Context: an optimization exercise on an open-source flow, tuned for a short achievable clock period and few clock cycles. The choices shown serve that exercise and are no tape-out recipe. Function was checked by simulation only, so behaviour that the tests miss may differ from the original. The flow treats the clock pin as an ideal source, which a real chip does not have. Power and IR drop assume default switching activity.

### flow/design.v
package proc_pkg;
    localparam int word_width     = 32;
    localparam int reg_addr_width = 5;
    localparam logic [4:0] op_rtype = 5'd0;
    localparam logic [4:0] op_j     = 5'd1;
    localparam logic [4:0] op_bne   = 5'd2;
    localparam logic [4:0] op_jal   = 5'd3;
    localparam logic [4:0] op_jr    = 5'd4;
    localparam logic [4:0] op_addi  = 5'd5;
    localparam logic [4:0] op_blt   = 5'd6;
    localparam logic [4:0] op_sw    = 5'd7;
    localparam logic [4:0] op_lw    = 5'd8;
    localparam logic [4:0] op_setx  = 5'd21;
    localparam logic [4:0] op_bex   = 5'd22;
endpackage
`timescale 1ns/1ps
module slt32 (
    input  logic [31:0] x,
    input  logic [31:0] y,
    output logic        lt
);
    logic [31:0] cl [0:5];
    logic [31:0] ce [0:5];
    always_comb begin
        cl[0] = ~(x ^ 32'h8000_0000) & (y ^ 32'h8000_0000);
        ce[0] = ~(x ^ y);
        for (int k = 0; k < 5; k++) begin
            cl[k+1] = '0;
            ce[k+1] = '0;
            for (int i = 0; i < (32 >> (k + 1)); i++) begin
                cl[k+1][i] = cl[k][2*i+1] | (ce[k][2*i+1] & cl[k][2*i]);
                ce[k+1][i] = ce[k][2*i+1] & ce[k][2*i];
            end
        end
    end
    assign lt = cl[5][0];
endmodule
`timescale 1ns/1ps
import proc_pkg::*;
module processor (
    input  logic        clock,
    input  logic        reset,
    output logic [31:0] address_imem,
    input  logic [31:0] q_imem,
    output logic [31:0] address_dmem,
    output logic [31:0] data,
    output logic        wren,
    input  logic [31:0] q_dmem
);
    logic [31:0] pc, ras;
    logic        fd_valid, fd_pred_taken;
    logic        fd_uses_rs, fd_uses_b, fd_use_imm, fd_writes;
    logic [4:0]  fd_b, fd_dest;
    logic [31:0] fd_ir, fd_pc, fd_pc1, fd_pc2, fd_ras, fd_btgt, fd_btgt1;
    logic        fd_c17, fd_c17_1, fd_far;
    logic        dx_valid;
    logic        dx_add, dx_sub, dx_and, dx_or, dx_sll, dx_sra, dx_addi, dx_mem;
    logic        dx_lw, dx_sw, dx_bne, dx_blt, dx_bex, dx_jr, dx_const_op, dx_we;
    logic [3:0]  k_eq, k_ge;
    logic [2:0]  k_ne, k_lt;
    logic [1:0]  k_z, k_jr;
    logic        dx_sumop, dx_other;
    logic [31:0] dx_a, dx_opb, dx_b, dx_const, dx_alt, dx_alt1, dx_ras, dx_pc, dx_pc1;
    logic        dx_dep;
    logic [4:0]  dx_dest;
    logic [3:0]  dx_sh0, dx_sh1;
    logic        dx_sh4;
    logic [1:0]  dx_code;
    logic        fa_m, fo_mp, fo_mn, fo_d, fb_m;
    logic        s_dd, s_md, s_dm, s_dmn, s_mm;
    logic        dx_cx;
    logic        xm_we, xm_exc, xm_lw, xm_wren, xm_cx, xm_a31, xm_o31;
    logic [31:0] xm_alu_n, xm_addr;
    logic [4:0]  xm_dest;
    logic [1:0]  xm_code;
    logic [31:0] xm_alu, xm_sd;
    logic        mw_we;
    logic [4:0]  mw_dest;
    logic [31:0] mw_result;
    logic [31:0] regs [1:31];
    logic        stall, redirect, replay, flush, reset_r, kill;
    logic [31:0] redirect_pc, redirect_pc1, kill_pc, kill_pc1;
    logic [4:0]  f_op, f_rd, f_rt, f_b;
    logic [31:0] pc1, ras1, f_btgt, f_btgt1, f_jtgt, f_jtgt1;
    logic        f_is_br, f_is_jd, f_is_jr, f_r;
    assign address_imem = pc;
    assign f_op = q_imem[31:27];
    assign f_rd = q_imem[26:22];
    assign f_rt = q_imem[16:12];
    assign f_r  = f_op == op_rtype;
    assign f_b  = f_r ? f_rt : (f_op == op_bex) ? 5'd30 : f_rd;
    logic [16:0] kg [0:5];
    logic [16:0] kp [0:5];
    logic [16:0] kh [0:5];
    logic [16:0] f_lo, f_lo1;
    logic [14:0] f_hi_p;
    always_comb begin
        kg[0] = pc1[16:0] & q_imem[16:0];
        kp[0] = pc1[16:0] ^ q_imem[16:0];
        kh[0] = kg[0] | {16'd0, kp[0][0]};
        for (int k = 0; k < 5; k++) begin
            for (int i = 0; i < 17; i++) begin
                if (i >= (1 << k)) begin
                    kg[k+1][i] = kg[k][i] | (kp[k][i] & kg[k][i - (1 << k)]);
                    kh[k+1][i] = kh[k][i] | (kp[k][i] & kh[k][i - (1 << k)]);
                    kp[k+1][i] = kp[k][i] & kp[k][i - (1 << k)];
                end else begin
                    kg[k+1][i] = kg[k][i];
                    kh[k+1][i] = kh[k][i];
                    kp[k+1][i] = kp[k][i];
                end
            end
        end
        f_lo  = kp[0] ^ {kg[5][15:0], 1'b0};
        f_lo1 = kp[0] ^ {kh[5][15:0], 1'b1};
    end
    assign f_hi_p  = pc1[31:17] + 15'd1;
    assign f_btgt  = {pc1[31:17], f_lo};
    logic f_wrap;
    assign f_wrap  = kh[5][16] && !kg[5][16];
    assign f_btgt1 = {({15{f_wrap}} & f_hi_p) | ({15{!f_wrap}} & pc1[31:17]), f_lo1};
    assign f_jtgt  = {5'd0, q_imem[26:0]};
    assign f_jtgt1 = {5'd0, q_imem[26:0]} + 32'd1;
    assign f_is_jd = f_op == op_j || f_op == op_jal || f_op == op_bex;
    assign f_is_br = f_op == op_bne || (f_op == op_blt && q_imem[16]);
    assign f_is_jr = f_op == op_jr;
    logic        s_red, s_fix, s_hold, s_norm, s_seq, far_fix;
    logic [31:0] pc_d, pc1_d, pc1_inc;
    logic s_kill;
    assign s_kill = !reset && kill;
    assign s_red  = !reset && !kill && replay;
    assign s_fix  = !reset && !flush && far_fix;
    assign s_hold = !reset && !flush && stall;
    assign s_norm = !reset && !flush && !stall && !far_fix;
    assign s_seq  = s_norm && !f_is_br && !f_is_jd && !f_is_jr;
    assign pc1_inc = pc1 + 32'd1;
    logic [31:0] pc_nr, pc1_nr;
    assign pc_d  = pc_nr;
    assign pc1_d = pc1_nr;
    logic        s_br;
    logic [31:0] pc_ot, pc1_ot;
    assign s_br   = s_norm && f_is_br;
    assign pc_nr  = s_br ? f_btgt : pc_ot;
    assign pc1_nr = s_br ? f_btgt1 : pc1_ot;
    assign pc_ot = ({32{s_kill}} & kill_pc) |
                  ({32{s_red}} & dx_pc) |
                  ({32{s_fix}} & fd_pc1) |
                  ({32{s_hold}} & pc) |
                  ({32{s_norm && f_is_jd}} & f_jtgt) |
                  ({32{s_norm && f_is_jr}} & ras) |
                  ({32{s_seq}} & pc1);
    assign pc1_ot = ({32{s_kill}} & kill_pc1) |
                   ({32{s_red}} & dx_pc1) |
                   ({32{s_fix}} & fd_pc2) |
                   ({32{s_hold}} & pc1) |
                   ({32{s_norm && f_is_jd}} & f_jtgt1) |
                   ({32{s_norm && f_is_jr}} & ras1) |
                   ({32{s_seq}} & pc1_inc) |
                   {31'd0, reset};
    always_ff @(posedge clock) begin
        pc  <= pc_d;
        pc1 <= pc1_d;
        if (reset) begin
            ras  <= '0;
            ras1 <= 32'd1;
        end else if (f_op == op_jal) begin
            ras  <= pc1;
            ras1 <= pc1_inc;
        end
        if (reset || flush || far_fix)
            fd_valid <= 1'b0;
        else if (!stall)
            fd_valid <= 1'b1;
    end
    always_ff @(posedge clock) begin
        if (!stall) begin
            fd_ir         <= q_imem;
            fd_pc         <= pc;
            fd_pc1        <= pc1;
            fd_pc2        <= pc1_inc;
            fd_btgt       <= f_btgt;
            fd_btgt1      <= f_btgt1;
            fd_c17        <= kg[5][16];
            fd_far        <= f_is_br && (q_imem[16] != kg[5][16]);
            fd_c17_1      <= kh[5][16];
            fd_ras        <= ras;
            fd_pred_taken <= f_is_br || f_is_jd || f_is_jr;
            fd_uses_rs    <= f_r || f_op == op_addi || f_op == op_sw || f_op == op_lw ||
                             f_op == op_bne || f_op == op_blt;
            fd_uses_b     <= f_r || f_op == op_sw || f_op == op_bne || f_op == op_blt ||
                             f_op == op_jr || f_op == op_bex;
            fd_use_imm    <= f_op == op_addi || f_op == op_sw || f_op == op_lw;
            fd_b          <= f_b;
            fd_writes     <= f_r || f_op == op_addi || f_op == op_lw || f_op == op_jal ||
                             f_op == op_setx;
            fd_dest       <= (f_op == op_jal) ? 5'd31 : (f_op == op_setx) ? 5'd30 : f_rd;
        end
    end
    logic [4:0]  d_op, d_rs, d_fn;
    logic [31:0] d_imm, d_ra, d_rb;
    logic        d_r, d_go, d_we;
    logic        xm_we_act;
    logic [4:0]  xm_dest_act;
    assign d_op  = fd_ir[31:27];
    assign d_rs  = fd_ir[21:17];
    assign d_fn  = fd_ir[6:2];
    assign d_imm = {{15{fd_ir[16]}}, fd_ir[16:0]};
    assign d_r   = d_op == op_rtype;
    assign d_we  = fd_writes && fd_dest != 5'd0;
    logic [31:0] m_result, m_val;
    assign xm_exc   = xm_cx && (xm_a31 == xm_o31) && (xm_alu[31] != xm_a31);
    assign m_val    = xm_lw ? q_dmem : xm_alu;
    assign m_result = xm_exc ? {30'd0, xm_code} : m_val;
    logic [31:0] rf_a, rf_b;
    assign rf_a = (d_rs == 5'd0) ? 32'd0 : regs[d_rs];
    assign rf_b = (fd_b == 5'd0) ? 32'd0 : regs[fd_b];
    assign d_ra = (xm_we && xm_dest == d_rs) ? m_val :
                  (mw_we && mw_dest == d_rs) ? mw_result : rf_a;
    assign d_rb = (xm_we && xm_dest == fd_b) ? m_val :
                  (mw_we && mw_dest == fd_b) ? mw_result : rf_b;
    assign stall = fd_valid && (dx_valid && dx_lw && dx_dest != 5'd0 &&
                                ((fd_uses_rs && d_rs == dx_dest) || (fd_uses_b && fd_b == dx_dest)) ||
                                xm_exc && (d_rs == 5'd30 || d_rs == xm_dest ||
                                           fd_b == 5'd30 || fd_b == xm_dest));
    assign d_go = fd_valid && !stall && !flush;
    logic [14:0] d_hi_p, d_hi_m, d_thi, d_thi1;
    logic [31:0] d_tgt, d_tgt1;
    logic        d_pred;
    assign d_hi_p = fd_pc1[31:17] + 15'd1;
    assign d_hi_m = fd_pc1[31:17] - 15'd1;
    assign d_thi  = (fd_ir[16] == fd_c17) ? fd_pc1[31:17] : fd_c17 ? d_hi_p : d_hi_m;
    assign d_thi1 = (fd_ir[16] == fd_c17_1) ? fd_pc1[31:17] : fd_c17_1 ? d_hi_p : d_hi_m;
    assign d_tgt  = {d_thi, fd_btgt[16:0]};
    assign d_tgt1 = {d_thi1, fd_btgt1[16:0]};
    assign d_pred  = fd_pred_taken && !fd_far;
    assign far_fix = fd_valid && fd_far && !stall && !flush;
    assign xm_we_act   = xm_we || xm_exc;
    assign xm_dest_act = xm_exc ? 5'd30 : xm_dest;
    logic dx_fwd_m, dx_fwd_x;
    assign dx_fwd_m = dx_valid && dx_we && !dx_lw;
    assign dx_fwd_x = dx_valid && (dx_add || dx_sub || dx_addi);
    logic a_m, a_x, o_m, b_m, b_x;
    logic [3:0] d_pair;
    assign d_pair = {a_m && b_m, !a_m && b_m, a_m && !b_m, !a_m && !b_m};
    assign a_m = fd_uses_rs && dx_fwd_m && d_rs != 5'd0 && d_rs == dx_dest;
    assign a_x = fd_uses_rs && dx_fwd_x && d_rs == 5'd30;
    assign b_m = fd_uses_b && dx_fwd_m && fd_b != 5'd0 && fd_b == dx_dest;
    assign b_x = fd_uses_b && dx_fwd_x && fd_b == 5'd30;
    assign o_m = !fd_use_imm && b_m;
    always_ff @(posedge clock) begin
        dx_valid    <= !reset && d_go;
        dx_add      <= d_r && d_fn == 5'd0;
        dx_sub      <= d_r && d_fn == 5'd1;
        dx_and      <= d_r && d_fn == 5'd2;
        dx_or       <= d_r && d_fn == 5'd3;
        dx_sll      <= d_r && d_fn == 5'd4;
        dx_sra      <= d_r && d_fn == 5'd5;
        dx_addi     <= d_op == op_addi;
        dx_mem      <= d_op == op_lw || d_op == op_sw;
        dx_lw       <= d_op == op_lw;
        dx_sw       <= d_op == op_sw;
        dx_bne      <= d_op == op_bne;
        dx_blt      <= d_op == op_blt;
        dx_bex      <= d_op == op_bex;
        dx_jr       <= d_op == op_jr;
        dx_const_op <= d_op == op_jal || d_op == op_setx;
        dx_we       <= d_we;
        dx_dest     <= fd_dest;
        dx_sh0      <= 4'd1 << fd_ir[8:7];
        dx_sh1      <= 4'd1 << fd_ir[10:9];
        dx_sh4      <= fd_ir[11];
        dx_code     <= (d_op == op_addi) ? 2'd2 : (d_fn == 5'd1) ? 2'd3 : 2'd1;
        dx_a        <= d_ra;
        dx_opb      <= fd_use_imm ? d_imm : (d_r && d_fn == 5'd1) ? ~d_rb : d_rb;
        dx_cx       <= (d_r && (d_fn == 5'd0 || d_fn == 5'd1)) || d_op == op_addi;
        dx_b        <= d_rb;
        dx_const    <= (d_op == op_jal) ? fd_pc1 : {5'd0, fd_ir[26:0]};
        dx_alt      <= d_pred ? fd_pc1 : d_tgt;
        dx_alt1     <= d_pred ? fd_pc2 : d_tgt1;
        dx_pc1      <= fd_pc1;
        k_eq <= {4{!reset && d_go && d_op == op_bne && d_pred}} & d_pair;
        k_ne <= {3{!reset && d_go && d_op == op_bne && !d_pred}} & d_pair[2:0];
        k_ge <= {4{!reset && d_go && d_op == op_blt && d_pred}} & d_pair;
        k_lt <= {3{!reset && d_go && d_op == op_blt && !d_pred}} & d_pair[2:0];
        k_z  <= {2{!reset && d_go && d_op == op_bex}} & {b_m, !b_m};
        k_jr <= {2{!reset && d_go && d_op == op_jr}} & {b_m, !b_m};
        dx_sumop    <= (d_r && d_fn == 5'd0) || d_op == op_addi || d_op == op_lw || d_op == op_sw;
        dx_ras      <= fd_ras;
        dx_pc       <= fd_pc;
        fa_m <= a_m;
        fo_mp <= o_m && !(d_r && d_fn == 5'd1);
        fo_mn <= o_m && (d_r && d_fn == 5'd1);
        fo_d  <= !o_m;
        fb_m <= b_m;
        s_dd  <= !a_m && !o_m;
        s_md  <= a_m && !o_m;
        s_dm  <= !a_m && o_m && !(d_r && d_fn == 5'd1);
        s_dmn <= !a_m && o_m && (d_r && d_fn == 5'd1);
        s_mm  <= a_m && o_m && !(d_r && d_fn == 5'd1);
        dx_dep <= a_m || a_x || b_m || b_x;
    end
    logic [31:0] x_a, x_opb, x_b, x_code32;
    logic [31:0] x_sum, x_other;
    assign x_code32 = {30'd0, xm_code};
    assign x_a   = fa_m ? xm_alu : dx_a;
    assign x_opb = ({32{fo_mp}} & xm_alu) | ({32{fo_mn}} & xm_alu_n) | ({32{fo_d}} & dx_opb);
    assign x_b   = fb_m ? xm_alu : dx_b;
    logic x_ok;
    assign replay = !kill && dx_valid && xm_exc && dx_dep;
    assign x_ok   = !kill && (dx_valid && !xm_exc || dx_valid && !dx_dep);
    logic [31:0] sum_dd, sum_md, sum_dm, sum_dmn, sum_mm;
    assign sum_dd  = dx_a + dx_opb + {31'd0, dx_sub};
    assign sum_md  = xm_alu + dx_opb + {31'd0, dx_sub};
    assign sum_dm  = dx_a + xm_alu;
    assign sum_dmn = dx_a + xm_alu_n + 32'd1;
    assign sum_mm  = xm_alu + xm_alu;
    assign x_sum   = ({32{s_dd}} & sum_dd) | ({32{s_md}} & sum_md) | ({32{s_dm}} & sum_dm) |
                     ({32{s_dmn}} & sum_dmn) | ({32{s_mm}} & sum_mm);
    logic [31:0] x_sll, x_sra, sl1, sl2, sr1, sr2;
    always_comb begin
        sl1 = ({32{dx_sh0[0]}} & x_a) | ({32{dx_sh0[1]}} & (x_a << 1)) |
              ({32{dx_sh0[2]}} & (x_a << 2)) | ({32{dx_sh0[3]}} & (x_a << 3));
        sl2 = ({32{dx_sh1[0]}} & sl1) | ({32{dx_sh1[1]}} & (sl1 << 4)) |
              ({32{dx_sh1[2]}} & (sl1 << 8)) | ({32{dx_sh1[3]}} & (sl1 << 12));
        x_sll = dx_sh4 ? sl2 << 16 : sl2;
        sr1 = ({32{dx_sh0[0]}} & x_a) | ({32{dx_sh0[1]}} & 32'($signed(x_a) >>> 1)) |
              ({32{dx_sh0[2]}} & 32'($signed(x_a) >>> 2)) | ({32{dx_sh0[3]}} & 32'($signed(x_a) >>> 3));
        sr2 = ({32{dx_sh1[0]}} & sr1) | ({32{dx_sh1[1]}} & 32'($signed(sr1) >>> 4)) |
              ({32{dx_sh1[2]}} & 32'($signed(sr1) >>> 8)) | ({32{dx_sh1[3]}} & 32'($signed(sr1) >>> 12));
        x_sra = dx_sh4 ? 32'($signed(sr2) >>> 16) : sr2;
    end
    always_comb begin
        x_other = '0;
        if (dx_and)      x_other = x_a & x_opb;
        if (dx_or)       x_other = x_a | x_opb;
        if (dx_sll)      x_other = x_sll;
        if (dx_sra)      x_other = x_sra;
        if (dx_const_op) x_other = dx_const;
    end
    logic lt_dd, lt_md, lt_dm;
    slt32 u_lt_dd (.x(dx_b),   .y(dx_a),   .lt(lt_dd));
    slt32 u_lt_md (.x(dx_b),   .y(xm_alu), .lt(lt_md));
    slt32 u_lt_dm (.x(xm_alu), .y(dx_a),   .lt(lt_dm));
    logic eq_dd, eq_md, eq_dm;
    assign eq_dd = dx_b == dx_a;
    assign eq_md = dx_b == xm_alu;
    assign eq_dm = xm_alu == dx_a;
    assign redirect = !kill && !(xm_exc && dx_dep) &&
                      ((k_eq[0] && eq_dd) || (k_eq[1] && eq_md) || (k_eq[2] && eq_dm) || k_eq[3] ||
                       (k_ne[0] && !eq_dd) || (k_ne[1] && !eq_md) || (k_ne[2] && !eq_dm) ||
                       (k_ge[0] && !lt_dd) || (k_ge[1] && !lt_md) || (k_ge[2] && !lt_dm) || k_ge[3] ||
                       (k_lt[0] && lt_dd) || (k_lt[1] && lt_md) || (k_lt[2] && lt_dm) ||
                       (k_z[0] && dx_b == 32'd0) || (k_z[1] && xm_alu == 32'd0) ||
                       (k_jr[0] && dx_b != dx_ras) || (k_jr[1] && xm_alu != dx_ras));
    assign redirect_pc = dx_jr ? x_b : dx_alt;
    assign redirect_pc1 = dx_jr ? x_b + 32'd1 : dx_alt1;
    assign flush        = kill || replay;
    always_ff @(posedge clock) begin
        kill     <= !reset && redirect;
        kill_pc  <= redirect_pc;
        kill_pc1 <= redirect_pc1;
    end
    always_ff @(posedge clock) begin
        xm_we   <= !reset && x_ok && dx_we;
        xm_cx   <= !reset && x_ok && dx_cx;
        xm_a31  <= x_a[31];
        xm_o31  <= x_opb[31];
        xm_lw   <= !reset && x_ok && dx_lw;
        xm_wren <= !reset && x_ok && dx_sw;
        xm_dest <= dx_dest;
        xm_code <= dx_code;
        xm_alu   <= (dx_sumop || dx_sub) ? x_sum : x_other;
        xm_alu_n <= ~((dx_sumop || dx_sub) ? x_sum : x_other);
        xm_addr  <= dx_mem ? x_sum : 32'd0;
        xm_sd   <= x_b;
    end
    assign address_dmem = xm_addr;
    assign data         = xm_sd;
    assign wren         = xm_wren;
    always_ff @(posedge clock) begin
        mw_we     <= !reset && xm_we_act;
        mw_dest   <= xm_dest_act;
        mw_result <= m_result;
    end
    always_ff @(posedge clock) begin
        reset_r <= reset;
    end
    always_ff @(posedge clock) begin
        if (reset_r) begin
            for (int i = 1; i < 32; i++)
                regs[i] <= '0;
        end else if (mw_we) begin
            regs[mw_dest] <= mw_result;
        end
    end
endmodule
### flow/config.mk
export PLATFORM = sky130hd
export DESIGN_NAME = processor
export DESIGN_NICKNAME = processor
export VERILOG_FILES = /design/flow/design.v
export SDC_FILE = /design/flow/constraint.sdc
export NUM_CORES = 4
export LEC_CHECK = 0
export ABC_CLOCK_PERIOD_IN_PS = 3000
export CAP_MARGIN = 20
export CORE_MARGIN = 2
export CORE_UTILIZATION = 40
export SLEW_MARGIN = 20
export TNS_END_PERCENT = 100
### flow/flow/run.sh
#!/bin/bash
set -euo pipefail
W=$(pwd)
mkdir -p "$W/tmp" "$W/home"
export TMPDIR="$W/tmp" HOME="$W/home"
bash standard.sh SETUP_SLACK_MARGIN=6.5 POST_CTS_TCL="$W/flow/post_cts.tcl" finish > standard_flow.log 2>&1
### flow/flow/post_cts.tcl
# Run after clock tree synthesis (POST_CTS_TCL). The port buffers that
# buffer_ports placed are small delay cells; make each a strong plain buffer,
# then repair timing once more without the footprint limit, and legalize.
foreach inst [get_cells -quiet {input* output*}] {
  if {[get_property $inst ref_name] ne "sky130_fd_sc_hd__buf_8"} {
    replace_cell $inst sky130_fd_sc_hd__buf_8
  }
}
estimate_parasitics -placement
repair_timing -setup_margin $::env(SETUP_SLACK_MARGIN) -repair_tns 100 -verbose
detailed_placement
check_placement -verbose
estimate_parasitics -placement
report_worst_slack
### flow/constraint.sdc
create_clock -name core_clock -period 10.0 [get_ports {clock}]
set_input_delay 2.0000 -clock core_clock [delete_from_list [all_inputs] [get_ports {clock}]]
set_output_delay 2.0000 -clock core_clock [all_outputs]
set_load 0.01 [all_outputs]
### flow/standard.sh
#!/bin/bash
# synth_recipe.tcl (not shown) runs the flow's synth.tcl, then flattens the netlist and writes it again
# the make line also repeats each setting of config.mk as NAME=value (left out here)
make -C /OpenROAD-flow-scripts/flow DESIGN_CONFIG=/design/flow/config.mk WORK_HOME=/design/flow/orfs CLKGATE_MAP_FILE= SYNTH_SCRIPT=/design/flow/synth_recipe.tcl "${@:-finish}"
==> results of run 1 <==
==> power by group <==
group	switching, W	internal (W)	total (W)
Combinational	0.00299	0.00204	0.00503
Sequential	0.000858	0.00945	0.0103
Clock	0.00360	0.00486	0.00846
Total	0.00745	0.0163	0.0238
==> metal layers <==
metal	share of wire	up-vias	routed length, microns	GRT usage
li1	-	33000	-	-
met1	0.38	40200	163000	0.411
met2	0.45	5199	196000	0.496
met3	0.10	1144	44700	0.0645
met4	0.064	16	27800	0.176
met5	0.00029	-	123	0.000913
==> cell families after synthesis <==
group / synth area share
xor+xnor: 0.0301
simple gates: 0.141
mux: 0.168
fa+ha+maj: 0.0305
buf+inv: 0.0353
compound gates: 0.0984
flops: 0.497
==> path summary, 6_finish.rpt <==
check | from | depth (start not counted) | slack (ns) | endpoint
worst max-delay path | xm_alu[0] | 12 | 6.35 | xm_addr[28]
worst min-delay path | fd_ras[14] | 0 | 0.32 | dx_ras[14]
worst max register to register | xm_alu[0] | 12 | 6.35 | xm_addr[28]
worst min register to register | fd_ras[14] | 0 | 0.32 | dx_ras[14]
==> critical path, stage by stage, from the launching register on <==
cell and delay (ns):
dfxtp_2 0.34, buf_12 0.12, ha_4 0.16, fa_2 0.38, nor2b_4 0.15, o21ai_4 0.17
a31oi_4 0.12, a311o_2 0.47, o41a_1 0.36, xnor2_1 0.15, a222oi_1 0.52, o221ai_2 0.26
o21a_2 0.31
==> placed cells by master (no fill, tap or decap), types with 124 or more instances in the layout <==
master | Yosys | routed
and2_1 | 1019 | 1017
o21ai_0 | 228 | 198
a21oi_1 | 401 | 373
inv_1 | 224 | 219
dfxtp_1 | 719 | 598
buf_4 | 1 | 247
nor2_1 | 422 | 379
buf_8 | 0 | 173
nand2_1 | 660 | 653
xor2_1 | 163 | 163
nand3_1 | 163 | 156
ha_1 | 242 | 204
mux2_2 | 158 | 158
edfxtp_1 | 1250 | 1250
xnor2_1 | 196 | 195
clkbuf_16 | 0 | 225
mux4_2 | 640 | 640
mux2i_1 | 135 | 124
==> cell type report <==
cell class	instances	area, sq um	area share
clock buffer	289	5980	0.0491
timing repair buffer	512	6150	0.0505
clock inverter	115	1550	0.0127
inverter	227	865	0.00710
multi-input combinational	5857	50700	0.416
sequential	1969	52200	0.429
tap	3402	4260	0.0350
antenna	23	57.6	0.000473
==> per-stage QoR <==
| step | instances | area [sq um] |
|---|---|---|
| global route | 12400 | 122000 |
| finish | 12400 | 122000 |
| floorplan | 8781 | 105000 |
| detailed placement | 11800 | 110000 |
| global placement | 11800 | 110000 |
==> key figures, run 1 <==
GRT
  – Tot GR Track Use: 0.317
  – Initial antenna violation count: 31
  – GRT overflow: 0
  – First-pass GRT wire length: 595000 microns
  – Number of global-route vias before repair: between 70000 and 80000
  – Largest net degree at the start of global routing: 149

Finish
  – Max FFs per register: 1024
  – Final #Nets: 9095
  – Util after Layout: 0.469
  – Fillers: ~23000
  – Layout area overhead: 16.6%
  – Share of layout cells above drive strength 1: 0.236
  – Largest Register: regs

Synth
  – Top_reg_cell synth: edfxtp_1
  – Top-area cell type share of the netlist area: 0.359
  – Number of synthesized flops with an enable pin: 1250
  – Netlist cell types: 89
  – Net Count, Synth: slightly above 9000
  – Synthesized instance count: 8781
  – #FFs+latches synth: 1969
  – Area of the mapped netlist: about 100000 sq um
  – Post-synthesis sequential area ratio: 0.497
  – Syn Area/Cell: 11.9 sq um
  – Top-count cell post-synth: edfxtp_1
  – Synth warnings: 7
  – Synth cell count leaders: edfxtp_1 (1250), and2_1 (1019), dfxtp_1 (719)
  – FFs w/ async S/R, synth: 0
  – Area contributors post-synth: edfxtp_1 (36%), mux4_2 (14%), dfxtp_1 (14%)
  – Area leader, netlist: edfxtp_1

STA
  – Setup TNS Final: 0 ns
  – Relative slew slack: 0.205
  – Slew @ Worst Pin: 1.19 ns
  – Setup Viol. Count Final: 0
  – Tmin final: about 3.7 ns
  – Hold Vio Cnt, Final: 0
  – RSZ-0062 raised after global routing: true
  – Worst hold margin: 0.319 ns
  – Slew Viols, Final: 0
  – Fin crit share: 0.365
  – Fmax: 274 MHz
  – Min setup slack post-route: 6.35 ns
  – Skew final: about 0.084 ns

Placement
  – Post-detail-place hpwl: 277000 microns
  – Port Buf Inserts: 162
  – Routability congestion estimate from global placement: 1.00
  – Pre-CTS WS: about 4.3 ns

Setup path
  – Setup Crit Path Kind: flip-flop to flip-flop
  – Startpoint types: flip-flop
  – Worst Setup End Kind: flip-flop
  – Crit path DAT: 4.42 ns
  – Required time worst endpoint: around 11 ns
  – Highest net fanout along the worst path: 3

Die
  – Ports: 163
  – Die height: 515 microns
  – FP Rows: 187
  – Die extent in x: 515 microns
  – Area of the core: 260000 sq um
  – Initial Util: 0.402
  – Die area: about 270000 sq um

Drt
  – Vias per inst: 6.42
  – Drc violations: 0
  – Drt first pass iters: 10
  – Iter 0 DRT Violations: 12900
  – ANT nets after route: 0
  – Routed WL per cell: 34.8 microns
  – Drt total wl: between 400000 and 500000 microns
  – Total number of vias: 79500

Run status
  – Status: complete, no violations

Hold path
  – Min-delay worst type: flip-flop to flip-flop

Clock tree
  – Clock latency at the later pin of the worst-skew pair: approximately 0.96 ns
  – Clk sinks: slightly below 2000
  – Clock Pin Slew Worst Setup and Hold Paths: 0.07 ns
  – CTS tree: built

Run
  – Max-Cap Viols: 0

Pwr
  – Power, Total: about 0.024 W
  – Maximum vdd drop: about 0.00023 V
  – PD cells: between 150 and 200 nW/um^2
  – Leakage power total: 45.4 nW
Testbench counts, summed over its fixed seeds: cycles 42,155.
==> run 2, diff against run 1 <==
--- a/flow/design.v
+++ b/flow/design.v
@@ -127,16 +127,16 @@
     logic        s_red, s_fix, s_hold, s_norm, s_seq, far_fix;
     logic [31:0] pc_d, pc1_d, pc1_inc;
     logic s_kill;
-    assign s_kill = !reset && kill;
-    assign s_red  = !reset && !kill && replay;
-    assign s_fix  = !reset && !flush && far_fix;
-    assign s_hold = !reset && !flush && stall;
-    assign s_norm = !reset && !flush && !stall && !far_fix;
+    assign s_kill = kill;
+    assign s_red  = !kill && replay;
+    assign s_fix  = !flush && far_fix;
+    assign s_hold = !flush && stall;
+    assign s_norm = !flush && !stall && !far_fix;
     assign s_seq  = s_norm && !f_is_br && !f_is_jd && !f_is_jr;
     assign pc1_inc = pc1 + 32'd1;
     logic [31:0] pc_nr, pc1_nr;
-    assign pc_d  = pc_nr;
-    assign pc1_d = pc1_nr;
+    assign pc_d  = reset ? 32'd0 : pc_nr;
+    assign pc1_d = reset ? 32'd1 : pc1_nr;
     logic        s_br;
     logic [31:0] pc_ot, pc1_ot;
     assign s_br   = s_norm && f_is_br;
@@ -155,8 +155,7 @@
                    ({32{s_hold}} & pc1) |
                    ({32{s_norm && f_is_jd}} & f_jtgt1) |
                    ({32{s_norm && f_is_jr}} & ras1) |
-                   ({32{s_seq}} & pc1_inc) |
-                   {31'd0, reset};
+                   ({32{s_seq}} & pc1_inc);
     always_ff @(posedge clock) begin
         pc  <= pc_d;
         pc1 <= pc1_d;
==> run 2 against run 1 <==
  * Largest power group unchanged
  * Synthesized cell count up 1.0%
  * Sequential power about the same
  * Worst setup slack worse by 0.20 ns
  * Die area up 0.26%
  * Count of clock-buffer cells in the layout fell by 6
==> key figures, run 2 <==
Run status
  – Status: complete, no violations

Setup path
  – Worst path max stage delay: 0.44 ns
  – Crit path DAT: about 4.6 ns
  – Slowest cell on crit path: or4_4
  – Startpoint types: input port
  – Worst Setup End Kind: flip-flop
  – R2R Setup Slk: 6.28 ns
  – Worst path cell trace: buf_8 > ha_4 > nand2_2 > or3_4 > or4_4 > a311oi_4 > o211ai_1 > buf_4 > nor3_2 > xor2_1 > nand2_1 > a31oi_1
  – Setup Crit Path Kind: input port to flip-flop
  – Highest net fanout along the worst path: 11
  – Required time worst endpoint: roughly 11 ns

GRT
  – Tot GR Track Use: 0.309
  – Initial antenna violation count: 32
  – Number of global-route vias before repair: 77200
  – Largest net degree at the start of global routing: around 130
  – First-pass GRT wire length: just under 600000 microns
  – GRT overflow: 0

Synth
  – Synthesized instance count: 8869
  – Number of synthesized flops with an enable pin: 1236
  – Top_reg_cell synth: edfxtp_1
  – Top-area cell type share of the netlist area: 0.354
  – Area of the mapped netlist: 105000 sq um
  – #FFs+latches synth: 1969
  – Syn Area/Cell: 11.8 sq um
  – Post-synthesis sequential area ratio: 0.495
  – Synth warnings: 7
  – Netlist cell types: 86
  – Area leader, netlist: edfxtp_1
  – Area contributors post-synth: edfxtp_1 (35%), dfxtp_1 (14%), mux4_2 (14%)
  – Synth cell count leaders: edfxtp_1 (1236), and2_1 (1036), dfxtp_1 (733)
  – Top-count cell post-synth: edfxtp_1
  – FFs w/ async S/R, synth: 0
  – Net Count, Synth: between 9000 and 10000

Finish
  – Util after Layout: 0.466
  – Commonest non-fill, non-tap cell in the layout: edfxtp_1
  – Largest Register: regs
  – Final #Nets: approximately 9000
  – Final cell area excluding filler cells: 121000 sq um
  – Most frequent cells in the layout: edfxtp_1 (1236), and2_1 (1034), nand2_1 (669)
  – Share of layout cells above drive strength 1: 0.231
  – Layout area overhead: 15.7%
  – Max FFs per register: 1024
  – Fillers: 23200

Die
  – Die height: 516 microns
  – Area of the core: ~260000 sq um
  – Die area: 266000 sq um
  – Die extent in x: 516 microns
  – FP Rows: 187
  – Ports: 163
  – Initial Util: 0.403

Pwr
  – Maximum vdd drop: 0.000160 V
  – Leakage power total: 44.9 nW
  – PD cells: ~190 nW/um^2

Drt
  – ANT nets after route: 0
  – Total number of vias: 79500
  – Vias per inst: 6.35
  – Drt total wl: about 420000 microns
  – Drt first pass iters: 7
  – Drc violations: 0
  – Iter 0 DRT Violations: 10700
  – Routed WL per cell: 33.7 microns

Placement
  – Routability congestion estimate from global placement: 1.00
  – Port Buf Inserts: ~160
  – Post-detail-place hpwl: about 270000 microns
  – Placed Area: 110000 sq um

Hold path
  – Min-delay worst type: flip-flop to flip-flop

STA
  – Slew Viols, Final: 0
  – Tmin final: 3.85 ns
  – Setup Viol. Count Final: 0
  – Skew final: 0.0988 ns
  – Fmax: 259 MHz
  – Hold Vio Cnt, Final: 0
  – Fin crit share: 0.385
  – Relative slew slack: 0.143
  – Setup TNS Final: 0 ns
  – RSZ-0062 raised after global routing: true
  – Slew @ Worst Pin: 1.27 ns

Clock tree
  – Clock latency at the later pin of the worst-skew pair: 0.93 ns
  – CTS tree: built
  – Clk sinks: 1969
  – Clock Pin Slew Worst Setup and Hold Paths: 0.06 ns

Run
  – Max-Cap Viols: 0
run 2: final timing paths:
check | endpoint | startpoint | cells past startpoint
worst min-delay path | dx_pc[29] | fd_pc[29] | 0
worst max-delay path | flip-flop | q_imem[16] | 12
worst max register to register | xm_alu[19] | xm_alu[9] | 12
worst min register to register | dx_pc[29] | fd_pc[29] | 0
run 2: area by class of cell:
type                    count  area, sq um  share of cell area
flip-flops and latches   1969        52000               0.429
clock inverters           106         1170             0.00967
repair buffers            478         5710              0.0471
well taps                3496         4370              0.0361
inverters                 217          846             0.00698
multi-input cells        5952        51200               0.423
diodes                     15         37.5            0.000310
clock buffers             283         5730              0.0473
run 2: cell families after synthesis:
family                   Yosys count  share of synthesized area
buffers and inverters            952                     0.0346
AND/OR/NAND/NOR                 2844                      0.142
XOR/XNOR                         346                     0.0289
adder cells (fa/ha/maj)          251                     0.0305
flip-flops                      1969                      0.495
multiplexers                     939                      0.168
AO/OA/AOI/OAI                   1568                      0.101
run 2: critical path: cells and delay by family:
kind,cells,cell delay [ns]
adder cells (fa/ha/maj),1,0.27
AND/OR/NAND/NOR,5,1.14
buffers and inverters,2,0.33
XOR/XNOR,1,0.16
AO/OA/AOI/OAI,3,0.70
run 2: where the power goes:
group	internal [W]	total [W]	switching, W
combinational	0.00195	0.00475	0.00280
clock	0.00433	0.00789	0.00356
sequential	0.00935	0.0102	0.000809
total	0.0156	0.0228	0.00717
run 2: layer usage:
metal	share of wire	global-route usage	wire length (microns)	vias up
met1	0.37	0.389	156000	40300
met2	0.46	0.487	193000	4945
met3	0.098	0.0647	41300	1148
li1	-	-	-	33100
met5	0.00013	0	53	-
met4	0.075	0.192	31400	8
run 2: stage by stage:
| step | hold slack [ns] | worst slack, ns | std cells | power, W |
|---|---|---|---|---|
| finish | 0.294 | 6.15 | 12500 | 0.0228 |
| floorplan | 0.310 | 5.68 | 8869 | 0.0127 |
| detailed placement | 0.320 | 4.20 | 12000 | 0.0145 |
| global placement | 0.320 | 4.13 | 12000 | 0.0144 |
| global route | 0.304 | 6.11 | 12500 | 0.0235 |
Testbench counts of run 2, summed over its fixed seeds: cycles 42,155.

-- re-timing with driven ports --
No port has a modelled driver above. Below, the same layouts with a new extraction and two added sets of constraints. Step 1, drivers: a clkbuf_16 drives clock and a buf_2 each remaining input, both assumed. Step 2, shift: input delay + t, output delay - t, t = (earliest + latest rising clock arrival at the registers) / 2. This alone moves slack from input paths to output paths. Slacks: no drivers / after step 1 / after step 2; pairs: no drivers / after step 1.
run	t, ns	setup WS [ns]	worst setup path after step 2	clock arrival spread, ns
run 1	1.008	6.347 / 6.347 / 5.529	input to register	0.090 / 0.090
run 2	0.977	6.146 / 6.183 / 5.206	input to register	0.105 / 0.106
After both steps every run listed still meets setup and hold. The setup slack of run 2, which loses most, moves by +0.037 ns with the drivers and by -0.940 ns with both steps.
